What follows belongs to an exercise in optimizing a design on an open flow for small area; a production flow would make more cautious choices.
The RTL was checked by simulation tests, not by an equivalence proof against the original design.
No activity file was given, so power comes from the tool's default toggle rates.

--- flow/design.v ---
package payload_pkg;
    localparam int BYTE_W = 8;
    localparam int DEF_CIPHER_BYTES = 183;
    localparam int DEF_TAG_BYTES = 16;
    localparam int INDEX_W = 8;
    typedef logic [INDEX_W-1:0] byte_index_t;
endpackage
package readout_pkg;
    typedef enum logic
    {
        FIELD_CIPHER = 1'b0,
        FIELD_TAG    = 1'b1
    } field_e;
    typedef enum logic
    {
        ST_IDLE   = 1'b0,
        ST_STREAM = 1'b1
    } readout_state_e;
endpackage
module payload_store
#(
    parameter int CIPHER_BYTES = payload_pkg::DEF_CIPHER_BYTES,
    parameter int TAG_BYTES    = payload_pkg::DEF_TAG_BYTES
)
(
    input  logic                                        clock_i,
    input  logic                                        reset_i,
    input  logic                                        write_valid_i,
    input  logic [CIPHER_BYTES*payload_pkg::BYTE_W-1:0] cipher_i,
    input  logic [TAG_BYTES*payload_pkg::BYTE_W-1:0]    tag_i,
    input  logic                                        fetch_field,
    input  logic                                        fetch_take,
    input  logic                                        fetch_write_open,
    output logic [payload_pkg::BYTE_W-1:0]              fetch_byte_data
);
    logic [CIPHER_BYTES-1:0][payload_pkg::BYTE_W-1:0] cipher_q;
    logic [TAG_BYTES-1:0][payload_pkg::BYTE_W-1:0]    tag_q;
    logic                                             phase_q;
    logic                                             loaded_q;
    logic                                             write_accept;
    logic                                             cipher_turn;
    logic                                             cipher_hold;
    logic                                             tag_turn;
    logic                                             tag_hold;
    assign write_accept = write_valid_i && fetch_write_open;
    assign cipher_turn = fetch_take && (fetch_field == readout_pkg::FIELD_CIPHER);
    assign tag_turn = fetch_take && (fetch_field == readout_pkg::FIELD_TAG);
    assign cipher_hold = !(write_accept || cipher_turn);
    assign tag_hold = !(write_accept || tag_turn);
    byte_ring
    #(
        .BYTES (CIPHER_BYTES)
    )
    cipher_ring_i
    (
        .clock_i  (clock_i),
        .load_i   (write_accept),
        .turn_i   (cipher_turn),
        .hold_i   (cipher_hold),
        .data_i   (cipher_i),
        .ring_q   (cipher_q)
    );
    byte_ring
    #(
        .BYTES (TAG_BYTES)
    )
    tag_ring_i
    (
        .clock_i  (clock_i),
        .load_i   (write_accept),
        .turn_i   (tag_turn),
        .hold_i   (tag_hold),
        .data_i   (tag_i),
        .ring_q   (tag_q)
    );
    always_ff @(posedge clock_i)
    begin
        phase_q <= write_accept || !phase_q;
    end
    always_ff @(posedge clock_i or posedge reset_i)
    begin
        if (reset_i)
        begin
            loaded_q <= 1'b0;
        end
        else if (write_accept)
        begin
            loaded_q <= 1'b1;
        end
    end
    always_comb
    begin
        fetch_byte_data = (fetch_field == readout_pkg::FIELD_TAG) ? tag_q[0] : cipher_q[0];
        fetch_byte_data = loaded_q
            ? (fetch_byte_data ^ {payload_pkg::BYTE_W{phase_q}})
            : '0;
    end
endmodule
module byte_ring
#(
    parameter int BYTES = 16
)
(
    input  logic                                 clock_i,
    input  logic                                 load_i,
    input  logic                                 turn_i,
    input  logic                                 hold_i,
    input  logic [BYTES*payload_pkg::BYTE_W-1:0] data_i,
    output logic [BYTES-1:0][payload_pkg::BYTE_W-1:0] ring_q
);
    localparam int BITS = BYTES * payload_pkg::BYTE_W;
    logic [BITS-1:0] ring_flat;
    logic [BITS-1:0] ring_d;
    assign ring_flat = ring_q;
    for (genvar k = 0; k < BITS; k++)
    begin : g_next
        select3_inv next_i
        (
            .sel_i ({hold_i, turn_i, load_i}),
            .in_i  ({ring_flat[k], ring_flat[(k + payload_pkg::BYTE_W) % BITS], data_i[k]}),
            .y_o   (ring_d[k])
        );
    end
    always_ff @(posedge clock_i)
    begin
        ring_q <= ring_d;
    end
endmodule
module select3_inv
(
    input  logic [2:0] sel_i,
    input  logic [2:0] in_i,
    output logic       y_o
);
    assign y_o = !((sel_i[0] && in_i[0]) || (sel_i[1] && in_i[1]) || (sel_i[2] && in_i[2]));
endmodule
module readout_fsm
#(
    parameter int CIPHER_BYTES = payload_pkg::DEF_CIPHER_BYTES,
    parameter int TAG_BYTES    = payload_pkg::DEF_TAG_BYTES
)
(
    input  logic                            clock_i,
    input  logic                            reset_i,
    input  logic                            read_valid_i,
    input  logic                            write_valid_i,
    input  logic                            read_field_i,
    output logic                            read_ready_o,
    output logic                            byte_valid_o,
    input  logic                            byte_ready_i,
    output logic [payload_pkg::BYTE_W-1:0]  byte_o,
    output logic                            byte_last_o,
    output logic                            fetch_field,
    output logic                            fetch_take,
    output logic                            fetch_write_open,
    input  logic [payload_pkg::BYTE_W-1:0]  fetch_byte_data
);
    localparam logic [payload_pkg::INDEX_W-1:0] TAG_FIRST = 256 - TAG_BYTES;
    localparam logic [payload_pkg::INDEX_W-1:0] CIPHER_FIRST = 256 - TAG_BYTES - CIPHER_BYTES;
    logic                           state_q;
    logic [payload_pkg::INDEX_W-1:0] addr_q;
    logic                           idle;
    logic                           read_take;
    logic                           at_last;
    logic                           addr_en;
    logic [payload_pkg::INDEX_W-1:0] addr_d;
    assign idle = (state_q == readout_pkg::ST_IDLE);
    assign read_ready_o = idle && !write_valid_i;
    assign read_take = read_valid_i && !write_valid_i;
    assign at_last = (&addr_q[7:5]) && (&addr_q[3:0]);
    assign byte_valid_o = state_q;
    assign byte_last_o = state_q && at_last;
    assign byte_o = fetch_byte_data;
    assign fetch_field = &addr_q[7:4];
    assign fetch_take = state_q && byte_ready_i;
    assign fetch_write_open = idle;
    always_ff @(posedge clock_i or posedge reset_i)
    begin
        if (reset_i)
        begin
            state_q <= readout_pkg::ST_IDLE;
        end
        else if (idle)
        begin
            state_q <= read_take;
        end
        else
        begin
            state_q <= !(byte_ready_i && at_last);
        end
    end
    assign addr_en = idle ? read_take : byte_ready_i;
    assign addr_d = idle
        ? ((read_field_i == readout_pkg::FIELD_TAG) ? TAG_FIRST : CIPHER_FIRST)
        : addr_q + 1'b1;
    always_ff @(posedge clock_i)
    begin
        if (addr_en)
        begin
            addr_q <= addr_d;
        end
    end
endmodule
module uart_payload_top
#(
    parameter int CIPHER_BYTES = payload_pkg::DEF_CIPHER_BYTES,
    parameter int TAG_BYTES    = payload_pkg::DEF_TAG_BYTES
)
(
    input  logic                                        clock_i,
    input  logic                                        reset_i,
    input  logic                                        write_valid_i,
    output logic                                        write_ready_o,
    input  logic [CIPHER_BYTES*payload_pkg::BYTE_W-1:0] cipher_i,
    input  logic [TAG_BYTES*payload_pkg::BYTE_W-1:0]    tag_i,
    input  logic                                        read_valid_i,
    input  logic                                        read_field_i,
    output logic                                        read_ready_o,
    output logic                                        byte_valid_o,
    input  logic                                        byte_ready_i,
    output logic [payload_pkg::BYTE_W-1:0]              byte_o,
    output logic                                        byte_last_o
);
    logic                               fetch_field;
    logic                               fetch_take;
    logic                               fetch_write_open;
    logic [payload_pkg::BYTE_W-1:0]     fetch_byte_data;
    payload_store
    #(
        .CIPHER_BYTES (CIPHER_BYTES),
        .TAG_BYTES    (TAG_BYTES)
    )
    store_i
    (
        .clock_i          (clock_i),
        .reset_i          (reset_i),
        .write_valid_i    (write_valid_i),
        .cipher_i         (cipher_i),
        .tag_i            (tag_i),
        .fetch_field      (fetch_field),
        .fetch_take       (fetch_take),
        .fetch_write_open (fetch_write_open),
        .fetch_byte_data  (fetch_byte_data)
    );
    readout_fsm
    #(
        .CIPHER_BYTES (CIPHER_BYTES),
        .TAG_BYTES    (TAG_BYTES)
    )
    fsm_i
    (
        .clock_i          (clock_i),
        .reset_i          (reset_i),
        .read_valid_i     (read_valid_i),
        .write_valid_i    (write_valid_i),
        .read_field_i     (read_field_i),
        .read_ready_o     (read_ready_o),
        .byte_valid_o     (byte_valid_o),
        .byte_ready_i     (byte_ready_i),
        .byte_o           (byte_o),
        .byte_last_o      (byte_last_o),
        .fetch_field      (fetch_field),
        .fetch_take       (fetch_take),
        .fetch_write_open (fetch_write_open),
        .fetch_byte_data  (fetch_byte_data)
    );
    assign write_ready_o = fetch_write_open;
endmodule
--- flow/flow/run.sh ---
#!/bin/bash
# The standard layout, with these changes: the ports are buffered by the
# smallest buffer instead of the one buffer_ports picks by default, the pins
# may sit on neighbouring tracks so that the 1610 ports fit a small die, the
# clock tree uses larger sink clusters and no dummy loads.
set -euo pipefail
export BUFFER_PORTS_ARGS="-buffer_cell sky130_fd_sc_hd__buf_1"
export PLACE_PINS_ARGS="-min_distance 1 -min_distance_in_tracks"
export CTS_ARGS="-sink_clustering_enable -repair_clock_nets -dont_use_dummy_load -sink_clustering_size 30 -sink_clustering_max_diameter 90"
bash standard.sh > standard.log 2>&1
--- flow/standard.sh ---
#!/bin/bash
# synth_recipe.tcl (not shown) runs the flow's synth.tcl, then flattens the netlist and writes it again
# the make line also repeats each setting of config.mk as NAME=value (left out here)
make -C /OpenROAD-flow-scripts/flow DESIGN_CONFIG=/design/flow/config.mk WORK_HOME=/design/flow/orfs CLKGATE_MAP_FILE= SYNTH_SCRIPT=/design/flow/synth_recipe.tcl "${@:-finish}"
--- flow/config.mk ---
export PLATFORM = sky130hd
export DESIGN_NAME = uart_payload_top
export DESIGN_NICKNAME = uart_payload_top
export VERILOG_FILES = /design/flow/design.v
export SDC_FILE = /design/flow/constraint.sdc
export NUM_CORES = 4
export LEC_CHECK = 0
export CAP_MARGIN = 20
export CORE_AREA = 10 10 410 410
export DIE_AREA = 0 0 420 420
export SLEW_MARGIN = 20
export SYNTH_HIERARCHICAL = 1
export SYNTH_MINIMUM_KEEP_SIZE = 0
--- flow/constraint.sdc ---
create_clock -name core_clock -period 8.0 [get_ports {clock_i}]
set_input_delay 1.6000 -clock core_clock [delete_from_list [all_inputs] [get_ports {clock_i}]]
set_output_delay 1.6000 -clock core_clock [all_outputs]
set_load 0.01 [all_outputs]
==> summary.md, run 1 <==
| Metric | Value |
|---|---|
| Count leader, synth | `dfxtp_1` |
| Worst R2R Setup Slack | `3810 ps` |
| Fmax | `225 MHz` |
| CP startpoint kind | `input pin` |
| Worst-Margin Slew | `~1200 ps` |
| Non-Filler Instances | `7311` |
| Top_reg_cell synth | `dfxtp_1` |
| # DRC | `0` |
| Inst Count DP | `6988` |
| Layout Skew | `73.4 ps` |
| Post-Route WL | `216000 microns` |
| Netlist cell types | `31` |
| Core ar. | `approximately 160000 sq um` |
| Setup WS pre-CTS | `approximately 3000 ps` |
| Num ports | `about 1.6k` |
| Vias | `46.7k` |
| Vias per cell | `roughly 6.4` |
| Hold Path Sink | `store_i.cipher_ring_i.ring_q[1036]$_DFF_P_` |
| Clock Tree Root | `clkbuf_16` |
| Seq/Total Area, Yosys | `between 60 and 70%` |
| Grt total ovfl | `0` |
| Post-CTS Setup Bufs | `0` |
| Simple-Gate Fraction of Synth Area | `0.329%` |
| Synth Area in XOR/XNOR | `0.0360%` |
| Cell Area, Placed | `57700 sq um` |
| Die ar. | `between 150000 and 200000 sq um` |
| Clk buf depth | `3` |
| Pwr Total | `20700 uW` |
| Setup WS post-layout | `3550 ps` |
| Synth Area in Compound Gates | `around a third` |
| Hold depth | `1` |
| Fraction of layout cells with a size suffix above 1 | `2.67%` |
| Max-cap violation count | `0` |
| Post-cts resize count | `0` |
| Post-synthesis cell count | `around 3.3k` |
| RSZ-0062 raised after global routing | `false` |
| CTS tree | `built` |
| Routed length per instance | `29.6 microns` |
| CTS Sinks | `~1.6k` |
| Leading area contributor after synthesis | `dfxtp_1` |
| Row count | `between 100 and 150` |
| Fillers | `15.8k` |
| Mux cell area share after synthesis | `less than 1%` |
| Routability Congestion | `0.939` |
| Tmin final | `roughly 4400 ps` |
| Die height | `420 microns` |
| DIE WIDTH | `420 microns` |
| Synth Area in Adders | `less than 1%` |
| H-tree depth | `3` |
| Post-synth top area share | `between 60 and 70%` |
| Ranking of synthesized cells by area | `dfxtp_1 66%, a222oi_1 33%, edfxtp_1 0.49%, mux2i_1 0.33%, buf_4 0.12%` |
| TNS Setup | `0 ps` |
| WS Path Type | `input pin to register` |
| Post-synth EDFFs | `8` |
| Synth top cells by count | `1593 x dfxtp_1, 1592 x a222oi_1, 16 x mux2i_1` |
| WP data arrival | `4920 ps` |
| PortBufs | `about 1.6k` |
| Async SR Flop Fraction | `0.125%` |
| Reg2Reg Launch Point | `fsm_i.addr_q[6]$_DFFE_PP_` |
| Syn nets | `4869` |
| Largest net degree at the start of global routing | `268` |
| Largest family of logic cells by synthesized area | `compound AO/OA/AOI/OAI gates` |
| Worst R2R End | `store_i.cipher_ring_i.ring_q[1070]$_DFF_P_` |
| First-pass GRT wire length | `around 300000 microns` |
| CTS Hold Buffers Added | `0` |
| PwrDens | `344 nW/um^2` |
| Final instance area | `approximately 60000 sq um` |
| Syn avg cell area | `14.9 sq um` |
| Status | `timing/DRC/antenna clean` |
| Worst R2R Path Depth | `8` |
| DRT iter0 DRCs | `between 10k and 15k` |
| Fin crit share | `between 50% and 60%` |
| Total track usage | `22.2%` |
| Yosys warning total | `10` |
| Area delta synth->final | `23.8%` |
| Clock buffer count from CTS | `72` |
| Clock Pin Slew Worst Setup and Hold Paths | `approximately 110 ps` |
| Final Hold Fails | `0` |
| FF+latch count, synth | `between 1.5k and 2k` |
| Pins Over Slew Limit | `0` |
| CP Data Required Time | `roughly 8500 ps` |
| Max_slew headroom | `22.6%` |
| Initial Utilization | `30.6%` |
| Drt first pass iters | `22` |
| Worst min path class | `register to register` |
| Pleak | `between 0.02 and 0.025 uW` |
| Nets | `6591` |
| Synth Cell Area | `48600 sq um` |
| Worst Path Max Fanout | `184` |
| Worst-Skew Late Latency | `690 ps` |
| Hold path startpoint | `store_i.cipher_ring_i.ring_q[1044]$_DFF_P_` |
| Antenna violations before repair | `about 320` |
| VDD IR max | `176 uV` |
| Post-DP HPWL | `151000 microns` |
| Routed Antenna Nets | `0` |
| Final setup vio count | `0` |
| Crit end category | `register` |
| Vias in the first global route | `42.8k` |
## logic make-up after synthesis
logic type | Yosys count
XOR/XNOR | 2
AND/OR/NAND/NOR | 29
adder cells (fa/ha/maj) | 1
multiplexers | 16
AO/OA/AOI/OAI | 1603
flip-flops | 1603
buffers and inverters | 16
## critical path, stage by stage
cell      delay (ps)
buf_1             80
and2_4           160
nor2b_4          240
buf_4            740
buf_12           660
buf_4            870
a222oi_1         170
## where the power goes
group	internal (uW)	leakage (uW)	switching [uW]
clock	1620	0.000889	2470
combinational	1990	0.00643	1540
sequential	11200	0.0135	1890
total	14800	0.0209	5910
## metal layers
metal / GRT usage (%) / part of all wire, % / wire length [microns] / vias to the layer above
met5: 1.48 / 0.45 / 968 / -
met4: 21.5 / 10 / 21600 / 170
met3: 11.3 / 13 / 27500 / 948
met2: 29.9 / 42 / 91000 / 2889
met1: 24.5 / 35 / 75200 / 22600
li1: - / - / - / 20100
## layout make-up
type,count,area (sq um),share of cell area (%)
diodes,249,623,1.04
clock buffers,72,1800,2.99
inverters,5,18.8,0.0312
multi-input cells,1651,16400,27.2
flip-flops and latches,1603,32200,53.5
well taps,2072,2590,4.31
repair buffers,1659,6610,11.0
## worst max path at each step
| stage | startpoint | endpoint | cells past startpoint |
|---|---|---|---|
| after global routing | byte_ready_i | store_i.cipher_ring_i.ring_q[1054]$_DFF_P_ | 7 |
| after CTS | fsm_i.addr_q[6]$_DFFE_PP_ | byte_o[6] | 6 |
| after floorplan | byte_ready_i | store_i.cipher_ring_i.ring_q[0]$_DFF_P_ | 4 |
| after global placement | byte_ready_i | store_i.cipher_ring_i.ring_q[87]$_DFF_P_ | 7 |
| after detailed placement | byte_ready_i | store_i.cipher_ring_i.ring_q[167]$_DFF_P_ | 7 |
| final | byte_ready_i | store_i.cipher_ring_i.ring_q[1070]$_DFF_P_ | 7 |
## stage by stage
stage	utilization, %	hold slack, ps
after floorplan	-	378
after global placement	36.4	387
after detailed placement	36.4	399
after CTS	37.5	381
after global routing	37.9	377
final	37.9	376
## layout by cell type, fill, tap and decap left out, drive strengths merged, types with 2 or more instances in the layout
cell | synthesis | final
buf | 10 | 1659
dfxtp | 1593 | 1593
a222oi | 1592 | 1592
diode | 0 | 249
clkbuf | 1 | 72
mux2i | 16 | 16
edfxtp | 8 | 8
nor2 | 8 | 8
inv | 5 | 5
a21oi | 4 | 4
and2 | 4 | 4
nand2 | 3 | 3
o21ai | 3 | 3
nand3 | 3 | 3
or3 | 2 | 2
a31oi | 2 | 2
nor3 | 2 | 2
xnor2 | 2 | 2
nand2b | 2 | 2
dfrtp | 2 | 2
nor2b | 2 | 2
## registers in the layout, summed over array words and instances, names as in the netlist
register / cells
store_i.tag_ring_i.ring_q: 128
fsm_i.state_q: 1
store_i.phase_q: 1
fsm_i.addr_q: 8
store_i.loaded_q: 1
store_i.cipher_ring_i.ring_q: 1464
==> inputs of run 2 (changes only) <==
--- a/flow/flow/run.sh
+++ b/flow/flow/run.sh
@@ -7,4 +7,4 @@
 export BUFFER_PORTS_ARGS="-buffer_cell sky130_fd_sc_hd__buf_1"
 export PLACE_PINS_ARGS="-min_distance 1 -min_distance_in_tracks"
-export CTS_ARGS="-sink_clustering_enable -repair_clock_nets -dont_use_dummy_load -sink_clustering_size 30 -sink_clustering_max_diameter 90"
+export CTS_ARGS="-sink_clustering_enable -repair_clock_nets -dont_use_dummy_load -sink_clustering_size 30 -sink_clustering_max_diameter 95"
 bash standard.sh > standard.log 2>&1
==> run 2 against run 1 <==
Still clean on timing, DRC and antenna. Combinational power barely moved. Critical path depth did not move. Sequential power barely moved. Hold slack got worse by 52 ps. Critical endpoint is now store_i.cipher_ring_i.ring_q[167]$_DFF_P_. Total power decreased by 0.51%.
==> summary.md, run 2 <==
| Metric | Value |
|---|---|
| Status | `timing/DRC/antenna clean` |
| WS Path Type | `input pin to register` |
| GRT met3 Usage | `11.2%` |
| Worst path cell trace | `buf_1 -> and2_4 -> nor2b_4 -> buf_4 -> buf_12 -> buf_4 -> a222oi_1` |
| Leading area contributor after synthesis | `dfxtp_1` |
| Final instance area | `60100 sq um` |
| Grt total ovfl | `0` |
| H-tree depth | `3` |
| Syn avg cell area | `14.9 sq um` |
| Row count | `146` |
| Biggest cell delay along the critical path | `880 ps` |
| Top flop regs | `store_i.cipher_ring_i.ring_q (1464), store_i.tag_ring_i.ring_q (128), fsm_i.addr_q (8)` |
| Tmin final | `approximately 4400 ps` |
| Top_reg_cell synth | `dfxtp_1` |
| Async SR Flop Fraction | `less than 1%` |
| CP startpoint kind | `input pin` |
| Pwr Total | `20600 uW` |
| Nets | `6586` |
| Max_slew headroom | `roughly 24%` |
| First-pass GRT wire length | `293000 microns` |
| Most common cell after layout, fill and taps aside | `buf_1` |
| DIE WIDTH | `420 microns` |
| Highest-delay cell along the critical path | `buf_4` |
| Core ar. | `159000 sq um` |
| Clock buffer count from CTS | `67` |
| CP Data Required Time | `8520 ps` |
| VDD IR max | `185 uV` |
| Clock Pin Slew Worst Setup and Hold Paths | `110 ps` |
| Worst-Skew Late Latency | `710 ps` |
| RSZ-0062 raised after global routing | `false` |
| Post-DP HPWL | `151000 microns` |
| Pleak | `0.0208 uW` |
| FF+latch count, synth | `1603` |
| Pins Over Slew Limit | `0` |
| M2 GR Usage | `29.4%` |
| Clock Tree Root | `clkbuf_16` |
| Largest net degree at the start of global routing | `268` |
| Max-cap violation count | `0` |
| Met1 Usage GRT | `24.6%` |
| Cell Area, Placed | `~58000 sq um` |
| Total track usage | `22.2%` |
| Routability Congestion | `0.939` |
| Post-synth EDFFs | `8` |
| Final setup vio count | `0` |
| Fin crit share | `between 50% and 60%` |
| TNS Setup | `0 ps` |
| Syn nets | `4869` |
| Drt first pass iters | `22` |
| Routed Antenna Nets | `0` |
| Hold WS | `324 ps` |
| Top Family by Delay on Critical Path | `buffers and inverters` |
| Antenna violations before repair | `322` |
| Sum of buffers and inverters on the critical path | `4` |
| Max reg flops | `1464` |
| Fillers | `15.8k` |
| Crit end category | `register` |
| Top cell by count, worst path | `buf_4` |
| Fmax | `between 200 and 250 MHz` |
| Routed length per instance | `approximately 29 microns` |
| CTS Hold Buffers Added | `0` |
| Die ar. | `176000 sq um` |
| Fraction of layout cells with a size suffix above 1 | `approximately 2.6%` |
| Largest reg by FF count | `store_i.cipher_ring_i.ring_q` |
| Netlist cell types | `31` |
| Worst min path class | `register to register` |
| Synth top cells by count | `1593 x dfxtp_1, 1592 x a222oi_1, 16 x mux2i_1` |
| Die height | `roughly 420 microns` |
| Count leader, synth | `dfxtp_1` |
| Worst-Margin Slew | `1130 ps` |
| CTS Sinks | `1603` |
| Post-synthesis cell count | `3270` |
| Ranking of synthesized cells by area | `dfxtp_1 66%, a222oi_1 33%, edfxtp_1 0.49%, mux2i_1 0.33%, buf_4 0.12%` |
| Post-Route WL | `216000 microns` |
| WP data arrival | `4960 ps` |
| Setup WS pre-CTS | `3060 ps` |
| DRT iter0 DRCs | `12.7k` |
| Setup WS post-layout | `3550 ps` |
| Final Hold Fails | `0` |
| Initial Utilization | `30.6%` |
| Synth Cell Area | `48600 sq um` |
| Layout Skew | `just over 100 ps` |
| PwrDens | `approximately 340 nW/um^2` |
| Seq/Total Area, Yosys | `66.2%` |
| Num ports | `between 1.5k and 2k` |
| Gr busiest metal | `met2` |
| PortBufs | `1609` |
| Vias per cell | `6.39` |
| Vias | `~47k` |
| Post-synth top area share | `65.6%` |
| Clk buf depth | `3` |
| Area delta synth->final | `23.6%` |
| Post-CTS Setup Bufs | `0` |
| Yosys warning total | `10` |
| Worst Path Max Fanout | `184` |
| Post-cts resize count | `0` |
| Vias in the first global route | `42.5k` |
| Most frequent cells in the layout | `1609 x buf_1, 1593 x dfxtp_1, 1592 x a222oi_1` |
| # DRC | `0` |
| CTS tree | `built` |
run 2: cell types whose count changed in the layout (fill, tap and decap cells not counted), sizes merged:
| cell | delta |
|---|---|
| diode | +17 |
| clkbuf | -5 |
run 2: final timing paths:
kind | slack [ps] | depth (start not counted) | startpoint | to
setup / recovery | 3550 | 7 | byte_ready_i | store_i.cipher_ring_i.ring_q[167]$_DFF_P_
hold / removal | 320 | 1 | store_i.cipher_ring_i.ring_q[937]$_DFF_P_ | store_i.cipher_ring_i.ring_q[929]$_DFF_P_
setup reg to reg | 3810 | 8 | fsm_i.addr_q[6]$_DFFE_PP_ | store_i.cipher_ring_i.ring_q[167]$_DFF_P_
hold reg to reg | 320 | 1 | store_i.cipher_ring_i.ring_q[937]$_DFF_P_ | store_i.cipher_ring_i.ring_q[929]$_DFF_P_
max in group asynchronous | 7130 | 2 | reset_i | store_i.loaded_q$_DFFE_PP0P_
min in group asynchronous | 720 | 2 | reset_i | fsm_i.state_q$_DFF_PP0_
run 2: layer usage:
layer,vias to the layer above,wire [microns],share of wire [%]
met4,156,21500,10
li1,20100,-,-
met5,-,946,0.44
met1,22700,76100,35
met2,2895,90500,42
met3,896,26900,12
run 2: report_power, final:
group | leakage, uW | switching [uW] | internal (uW)
logic | 0.00643 | 1540 | 1990
registers | 0.0135 | 1900 | 11200
clock network | 0.000827 | 2460 | 1520
run 2: stage by stage:
stage,cells,utilization [%]
6_report,7323,37.9
5_1_grt,7278,37.8
4_1_cts,7055,37.4
3_5_place_dp,6988,36.4
2_1_floorplan,3270,-
3_3_place_gp,6988,36.4
run 2: cell type report:
cell class	instances	area, sq um	share of cell area [%]
well taps	2072	2590	4.31
repair buffers	1659	6610	11.0
diodes	266	666	1.11
inverters	5	18.8	0.0312
multi-input cells	1651	16400	27.2
clock buffers	67	1680	2.79
flip-flops and latches	1603	32200	53.5
run 2: cells by family (layout without fill, tap and decap cells):
family	Yosys count	in the layout	share of synthesized area [%]
buffers and inverters	16	1731	0.201
other	0	266	0
AO/OA/AOI/OAI	1603	1603	32.9
multiplexers	16	16	0.329
adder cells (fa/ha/maj)	1	1	0.0257
AND/OR/NAND/NOR	29	29	0.329
flip-flops	1603	1603	66.2
XOR/XNOR	2	2	0.0360
run 2: worst reg2reg max path: cells and delay by family, from the launching register on:
kind / cells / cell delay, ps
compound gates: 1 / 300
buf+inv: 4 / 2790
flops: 1 / 440
simple gates: 3 / 470

## afterwards: timing with drivers on the ports
Ports are ideal in the flow. The routed layouts listed here were re-timed in OpenROAD.
Step 1 sets driving cells, clkbuf_16 on the clock port and buf_2 on the other inputs (assumed; they add their load-dependent delay and slew).
Step 2 also shifts input and output timing later by t, the mid clock arrival at the registers, as if the neighbouring blocks saw the same clock.
Three values: ideal ports, drivers, drivers and shift; two values: the first two.
run | t (ns) | slack for setup (ns) | hold slack, ns | worst register clock-pin slew, ns
run 1 | 0.738 | 3.551 / 3.568 / 2.830 | 0.376 / 0.376 / 0.376 | 0.12 / 0.12
run 2 | 0.740 | 3.551 / 3.573 / 2.834 | 0.324 / 0.324 / 0.324 | 0.12 / 0.12
After both steps setup and hold are still met in every run listed. For run 1, which loses most, drivers alone change the setup slack by +0.017 ns; drivers and shift together by -0.721 ns.
